This design comes from an exercise in tuning for small area, a short achievable clock period and few clock cycles per item on the open sky130 flow, not from production work.
Function was checked by simulation only, so behaviour that the tests miss may differ from the original.
Power and IR drop assume default switching activity.

**flow/design.v**
```verilog
`timescale 1ns / 1ps
package stfm_pkg;
  localparam int FREQ_W   = 26;
  localparam int TIME_W   = 32;
  localparam int MODE_LSB = 3;
  localparam logic [FREQ_W-1:0] FREQ_MAX = {FREQ_W{1'b1}};
  typedef enum logic [1:0] {
    CMD_WRITE = 2'd0,
    CMD_SYNC  = 2'd1,
    CMD_RESET = 2'd2,
    CMD_NOP   = 2'd3
  } cmd_code_t;
  typedef struct packed {
    logic [1:0]        command;
    logic [7:0]        latch_data;
    logic [TIME_W-1:0] cycle_time;
  } cmd_t;
  typedef struct packed {
    logic [FREQ_W-1:0] tone_frequency;
    logic [7:0]        latch_value;
    logic [1:0]        video_mode;
  } res_t;
  typedef struct packed {
    logic done;
    logic saturated;
  } div_status_t;
endpackage
`timescale 1ns / 1ps
module stfm_div #(
  parameter int NUM_W = 58
) (
  input  logic                                clk,
  input  logic                                rst,
  input  logic                                start,
  input  logic [NUM_W-1:0]                    numerator,
  input  logic [stfm_pkg::TIME_W-1:0]         denominator,
  output logic [stfm_pkg::FREQ_W-1:0]         quotient,
  output stfm_pkg::div_status_t               status
);
  localparam int FW    = stfm_pkg::FREQ_W;
  localparam int TW    = stfm_pkg::TIME_W;
  localparam int CNT_W = $clog2(FW);
  logic [TW-1:0]    rem;
  logic [FW-1:0]    low;
  logic [CNT_W-1:0] cnt;
  logic             busy;
  logic [TW-1:0] init_rem;
  logic [TW:0]   shifted;
  logic          ge;
  logic [TW:0]   diff;
  assign init_rem = TW'(numerator >> FW);
  assign shifted  = {rem, low[FW-1]};
  assign ge       = shifted >= {1'b0, denominator};
  assign diff     = shifted - {1'b0, denominator};
  assign quotient = low;
  always_ff @(posedge clk) begin
    if (rst) begin
      busy   <= 1'b0;
      status <= '0;
      cnt    <= '0;
    end else begin
      status.done <= 1'b0;
      if (start) begin
        cnt <= '0;
        if (init_rem >= denominator) begin
          busy             <= 1'b0;
          status.done      <= 1'b1;
          status.saturated <= 1'b1;
        end else begin
          busy             <= 1'b1;
          status.saturated <= 1'b0;
        end
      end else if (busy) begin
        cnt <= cnt + CNT_W'(1);
        if (cnt == CNT_W'(FW - 1)) begin
          busy        <= 1'b0;
          status.done <= 1'b1;
        end
      end
    end
  end
  always_ff @(posedge clk) begin
    if (start) begin
      rem <= init_rem;
      if (init_rem >= denominator) begin
        low <= stfm_pkg::FREQ_MAX;
      end else begin
        low <= numerator[FW-1:0];
      end
    end else if (busy) begin
      rem <= ge ? diff[TW-1:0] : shifted[TW-1:0];
      low <= {low[FW-2:0], ge};
    end
  end
endmodule
`timescale 1ns / 1ps
module speaker_tone_frequency_meter_top #(
  parameter int CYCLES_PER_SECOND = 3546900
) (
  input  logic            clk,
  input  logic            rst,
  input  logic            cmd_valid,
  output logic            cmd_stall,
  input  logic [1:0]      cmd_command,
  input  logic [7:0]      cmd_latch_data,
  input  logic [31:0]     cmd_cycle_time,
  output logic            res_valid,
  input  logic            res_stall,
  output logic [25:0]     res_tone_frequency,
  output logic [7:0]      res_latch_value,
  output logic [1:0]      res_video_mode
);
  stfm_pkg::cmd_t cmd;
  stfm_pkg::res_t res;
  assign cmd.command    = cmd_command;
  assign cmd.latch_data = cmd_latch_data;
  assign cmd.cycle_time = cmd_cycle_time;
  assign res_tone_frequency = res.tone_frequency;
  assign res_latch_value    = res.latch_value;
  assign res_video_mode     = res.video_mode;
  localparam int FW     = stfm_pkg::FREQ_W;
  localparam int TW     = stfm_pkg::TIME_W;
  localparam int HALF_W = $clog2(CYCLES_PER_SECOND / 2 + 1);
  localparam int PROD_W = HALF_W + TW;
  localparam logic [HALF_W-1:0] HALF_RATE = HALF_W'(CYCLES_PER_SECOND / 2);
  typedef enum logic [4:0] {
    ST_IDLE = 5'b00001,
    ST_MUL  = 5'b00010,
    ST_DIVS = 5'b00100,
    ST_DIVW = 5'b01000,
    ST_FIN  = 5'b10000
  } state_t;
  state_t state;
  logic [7:0]     latch_byte;
  logic [TW-1:0]  last_toggle_time;
  logic [TW-1:0]  toggle_count;
  logic [TW-1:0]  gap_total;
  logic [FW-1:0]  frequency_reg;
  logic [PROD_W-1:0] product;
  logic               accept;
  logic               toggle;
  logic [TW-1:0]      gap;
  logic               eligible;
  logic               res_free;
  logic [FW-1:0]      quotient;
  stfm_pkg::div_status_t div_status;
  assign cmd_stall = (state != ST_IDLE);
  assign accept    = cmd_valid && (state == ST_IDLE);
  assign toggle    = cmd.latch_data[0] ^ latch_byte[0];
  assign gap       = (cmd.cycle_time >= last_toggle_time) ?
                     (cmd.cycle_time - last_toggle_time) :
                     (last_toggle_time - cmd.cycle_time);
  assign eligible  = (last_toggle_time != '0) && (toggle_count > TW'(1)) &&
                     (gap_total != '0);
  assign res_free  = !res_valid || !res_stall;
  stfm_div #(
    .NUM_W(PROD_W)
  ) u_div (
    .clk        (clk),
    .rst        (rst),
    .start      (state == ST_DIVS),
    .numerator  (product),
    .denominator(gap_total),
    .quotient   (quotient),
    .status     (div_status)
  );
  always_ff @(posedge clk) begin
    if (state == ST_MUL) begin
      product <= HALF_RATE * toggle_count;
    end
  end
  always_ff @(posedge clk) begin
    if (rst) begin
      state            <= ST_IDLE;
      latch_byte       <= '0;
      last_toggle_time <= '0;
      toggle_count     <= '0;
      gap_total        <= '0;
      frequency_reg    <= '0;
      res_valid        <= 1'b0;
    end else begin
      if (res_valid && !res_stall) begin
        res_valid <= 1'b0;
      end
      case (state)
        ST_IDLE: begin
          if (accept) begin
            state <= ST_FIN;
            case (cmd.command)
              stfm_pkg::CMD_WRITE: begin
                if (toggle) begin
                  if (last_toggle_time == '0) begin
                    toggle_count <= '0;
                    gap_total    <= '0;
                  end else begin
                    toggle_count <= toggle_count + TW'(1);
                    gap_total    <= gap_total + gap;
                  end
                  last_toggle_time <= cmd.cycle_time;
                end
                latch_byte <= cmd.latch_data;
              end
              stfm_pkg::CMD_SYNC: begin
                if (eligible) begin
                  state <= ST_MUL;
                end else begin
                  frequency_reg <= '0;
                end
                last_toggle_time <= '0;
              end
              stfm_pkg::CMD_RESET: begin
                latch_byte       <= '0;
                last_toggle_time <= '0;
                toggle_count     <= '0;
                gap_total        <= '0;
                frequency_reg    <= '0;
              end
              default: begin
              end
            endcase
          end
        end
        ST_MUL: begin
          state <= ST_DIVS;
        end
        ST_DIVS: begin
          state <= ST_DIVW;
        end
        ST_DIVW: begin
          if (div_status.done) begin
            frequency_reg <= div_status.saturated ? stfm_pkg::FREQ_MAX : quotient;
            state         <= ST_FIN;
          end
        end
        ST_FIN: begin
          if (res_free) begin
            res_valid <= 1'b1;
            state     <= ST_IDLE;
          end
        end
        default: begin
          state <= ST_IDLE;
        end
      endcase
    end
  end
  always_ff @(posedge clk) begin
    if (state == ST_FIN && res_free) begin
      res.tone_frequency <= frequency_reg;
      res.latch_value    <= latch_byte;
      res.video_mode     <= latch_byte[stfm_pkg::MODE_LSB +: 2];
    end
  end
endmodule
```
**flow/run.sh**
```bash
#!/bin/bash
# synth_recipe.tcl (not shown) runs the flow's synth.tcl, then flattens the netlist and writes it again
# the make line also repeats each setting of config.mk as NAME=value (left out here)
make -C /OpenROAD-flow-scripts/flow DESIGN_CONFIG=/design/flow/config.mk WORK_HOME=/design/flow/orfs CLKGATE_MAP_FILE= SYNTH_SCRIPT=/design/flow/synth_recipe.tcl finish
```
**flow/config.mk**
```make
export PLATFORM = sky130hd
export DESIGN_NAME = speaker_tone_frequency_meter_top
export DESIGN_NICKNAME = speaker_tone_frequency_meter_top
export VERILOG_FILES = /design/flow/design.v
export SDC_FILE = /design/flow/constraint.sdc
export NUM_CORES = 4
export LEC_CHECK = 0
export CAP_MARGIN = 20
export CORE_MARGIN = 2
export CORE_UTILIZATION = 40
export SLEW_MARGIN = 20
```
**flow/constraint.sdc**
```tcl
create_clock -name core_clock -period 8.0 [get_ports {clk}]
set_input_delay 1.6000 -clock core_clock [delete_from_list [all_inputs] [get_ports {clk}]]
set_output_delay 1.6000 -clock core_clock [all_outputs]
set_load 0.01 [all_outputs]
```
==> run summary <==
## how the worst max path moves through the flow
stage	slack, ns	end	start
2_1_floorplan	1.46	product[45]$_DFFE_PP_	toggle_count[9]$_SDFFE_PP0P_
3_3_place_gp	0.64	gap_total[31]$_SDFFE_PP0P_	cmd_cycle_time[0]
3_5_place_dp	0.54	gap_total[31]$_SDFFE_PP0P_	cmd_cycle_time[0]
4_1_cts	0.65	product[45]$_DFFE_PP_	toggle_count[10]$_SDFFE_PP0P_
5_1_grt	0.33	product[52]$_DFFE_PP_	toggle_count[7]$_SDFFE_PP0P_
6_report	0.66	product[52]$_DFFE_PP_	toggle_count[7]$_SDFFE_PP0P_
## power groups by stage
stage          clock network (mW)  registers [mW]  logic (mW)
5_1_grt                      1.79            1.64        1.25
3_5_place_dp                    0            1.66        1.11
3_3_place_gp                    0            1.66        1.12
4_1_cts                      1.74            1.63        1.12
6_report                     1.69            1.63        1.12
2_1_floorplan                   0            1.65       0.826
## cell type report
type | count | area, sq um | area share
multi-input cells | 2324 | 20510 | 0.6226
clock inverters | 22 | 203.9 | 0.006190
flip-flops and latches | 288 | 7157 | 0.2172
well taps | 969 | 1212 | 0.03680
inverters | 471 | 1768 | 0.05366
clock buffers | 48 | 1051 | 0.03190
repair buffers | 112 | 1044 | 0.03167
## cell usage after synthesis, types with 19 or more instances
cell	number	share of area
o21ai_0	136	0.023
buf_2	19	0.0032
a211oi_1	22	0.0055
a21oi_1	230	0.039
a22oi_1	19	0.0048
mux2i_1	39	0.013
o21ai_1	23	0.0039
nand2_1	152	0.019
inv_1	471	0.059
dfxtp_1	149	0.10
fa_1	235	0.16
xor2_1	86	0.025
a21o_1	90	0.023
ha_1	440	0.18
nand2b_1	21	0.0044
nor2_1	225	0.028
nand4_1	34	0.0071
nand3_1	48	0.0080
o2bb2ai_1	27	0.0079
nor4_1	26	0.0054
o21bai_1	20	0.0050
clkbuf_1	67	0.0084
nor3_1	57	0.0096
o22a_1	25	0.0073
xnor2_1	108	0.032
edfxtp_1	139	0.14
## cells by family (layout without fill, tap and decap cells)
kind of cell	count (synthesis)	in the layout	share of synthesized area
buffers and inverters	574	653	0.07534
flip-flops	288	288	0.2397
adder cells (fa/ha/maj)	675	675	0.3419
AND/OR/NAND/NOR	676	676	0.1096
AO/OA/AOI/OAI	735	735	0.1608
XOR/XNOR	195	195	0.05770
multiplexers	43	43	0.01496
## per-stage QoR
step	total power [mW]	area, sq um	setup WS, ns	util	hold slack, ns
floorplan	2.478	29860	1.460	-	0.4086
global placement	2.780	31690	0.6364	0.4272	0.4108
detailed placement	2.774	31690	0.5436	0.4272	0.4147
CTS	4.490	32950	0.6500	0.4441	0.4229
global route	4.671	32950	0.3288	0.4441	0.4319
finish	4.441	32950	0.6611	0.4441	0.4224
## cells in the final DEF (no fill, tap or decap), types with 34 or more instances in the layout
cell | synthesis | layout
nand2_1 | 152 | 151
nand4_1 | 34 | 34
nor2_1 | 225 | 224
xor2_1 | 86 | 86
dfxtp_1 | 149 | 149
nand3_1 | 48 | 48
inv_1 | 471 | 470
ha_1 | 440 | 440
clkdlybuf4s50_1 | 0 | 82
mux2i_1 | 39 | 39
clkbuf_16 | 0 | 40
a21oi_1 | 230 | 227
o21ai_0 | 136 | 135
fa_1 | 235 | 235
nor3_1 | 57 | 56
edfxtp_1 | 139 | 139
xnor2_1 | 108 | 108
a21o_1 | 90 | 90
## critical path, cell delays in order (launching register included)
cell       delay [ns]
dfxtp_1          0.58
inv_1            0.27
fa_1             0.58
inv_1            0.04
ha_1             0.31
a21o_1           0.21
ha_1             0.30
fa_1             0.47
fa_1             0.52
fa_1             0.54
inv_1            0.05
fa_1             0.49
inv_1            0.04
ha_1             0.35
a211oi_1         0.24
nor2_1           0.10
o41ai_1          0.45
o22ai_1          0.23
nand4bb_1        0.24
o211ai_1         0.32
a21oi_1          0.16
a21oi_1          0.28
o31ai_1          0.14
xnor2_1          0.13
## routing by layer
metal  wire length [microns]  vias to the layer above  part of all wire  track usage
met5                       0                        -                 0            0
met2                   35410                      503              0.45       0.3288
li1                        -                    11090                 -            -
met3                    3500                       83             0.045      0.02607
met1                   37590                    10900              0.48       0.2899
met4                    1784                        0             0.023      0.04947
==> impl_metrics.ini <==
[cells_and_area]
diodes = 0
final_cell_count_no_fill = 4234
drive_above_1_share = 0.04257
regMostFlops = product
layout.nets = 3956
fill_cells = 7299
top_regs = product: 52 flops, res: 34 flops
areaGrowthSynthToFinish_pct = 10.34
largest_reg_flops = 52

[die]
io_pins = 84
die-area_sq_um = 76850
die_y_microns = 277.2
num_rows = 100
die_x_microns = 277.2
core_sq_um = 74200
start_util = 0.4024

[clock_tree]
cts_made_buffers = 38
clkTransAtPathRegs_ns = 0.06
cts_max_level = 2
cts_sinks = 288
cts_tree = done
cts_resized = 0
hold_buffers = 0
cts_root_buffer = clkbuf_16
clockBufferDepth = 3
cts_setup_buffers = 0
clk_latency_ns = 0.58

[power]
sw_frac_of_total = 0.3188
power_frac_comb = 0.252
p_sw_mw = 1.416
ir_worst_vdd_uv = 139.6
internal-power_mw = 3.025
pwr-share-seq = 0.368
power_leakage_nw = 15.94
powerDensity_nw_per_um2 = 134.8
p_clk_frac = 0.380

[placed_design]
dp_cells = 4164
place.gp.congestion = 0.9213
dpl.hpwl_mm = 63.52
io_buffers = 83

[route]
drc_errors = 0
num_vias = 22580
drt_iter0_drc = 1468
postRouteAntennaNets = 0
wl_per_cell_microns = 18.49
vias_per_cell = 5.332
route.final.wire_length_mm = 78.29
drtPass1Iterations = 6

[setup_path]
cp-end-kind = flop
cp_max_fo = 7
rr_endpoint = product[52]$_DFFE_PP_
ff2ff_setup_slack_ns = 0.66
critPathLaunchType = flop
cp_data_required_time_ns = 8.29
worstSetupPathType = reg -> reg
timing.rr.start = toggle_count[7]$_SDFFE_PP0P_
r2r_cells = 23
critPathArrivalTime_ns = 7.62

[timing]
fin_crit_ns = 7.339
rsz0062_at_grt = false
report.final.slew_viol_count = 0
relSlewSlack = 0.4019
worst_pin_slew_ns = 0.8972
tns_ns = 0
finalCritPeriodShare = 0.9174
clock.fmax_ghz = 0.1363
fin_skew_ns = 0.04157
hold_viol_final = 0
setup_viol = 0

[grt]
grt_first_pass_wirelength_mm = 124.9
track_usage = 0.2040
grt_pass1_vias = 22450
grt_start_max_net_pins = 82
antenna_found_initial = 0
overflow = 0

[flow_run]
cap_violations = 0

[synthesis]
synthesis.area_sq_um = 29860
synth_nets = 3907
syn_area_per_cell_sq_um = 9.372
ys_types = 96
synth_flop_cell = dfxtp_1
synth_seq_cells = 288
synthCells = 3186
synth-edff-count = 139
ys_seq_area_frac = 0.2397
async_reset_ff_frac = 0
yosys_warnings = 2

[min_path]
worstHoldPathType = reg -> reg
hold-path-endpoint = res[11]$_DFFE_PP_
holdCritStartpoint = frequency_reg[1]$_SDFFE_PP0P_
hold-path-cell-count = 0

[status]
status = complete, no violations
Testbench counts, summed over its fixed seeds: cycles 28,210, items 8,330.

==> static timing again, ports no longer ideal <==
No port has a modelled driver above. Below, the same layout with a new extraction and two added sets of constraints.
Step 1 sets driving cells, clkbuf_16 on the clock port and buf_2 on the other inputs (assumed; they add their load-dependent delay and slew).
Step 2 moves the port delays by t, midway between the first and last clock arrival at a register: inputs arrive t later, outputs are due t later. That takes back most of the time a late clock gives input paths.
a / b / c = ideal / step 1 / step 2; a / b = the first two.
t, ns: 0.617
slack for setup (ns): 0.661 / 0.661 / 0.550
hold WS [ns]: 0.422 / 0.422 / 0.422
slew at the worst register clock pin (ns): 0.06 / 0.06
After both steps setup and hold are still met in this run. For this run, drivers alone change the setup slack by 0.000 ns; drivers and shift together by -0.111 ns.
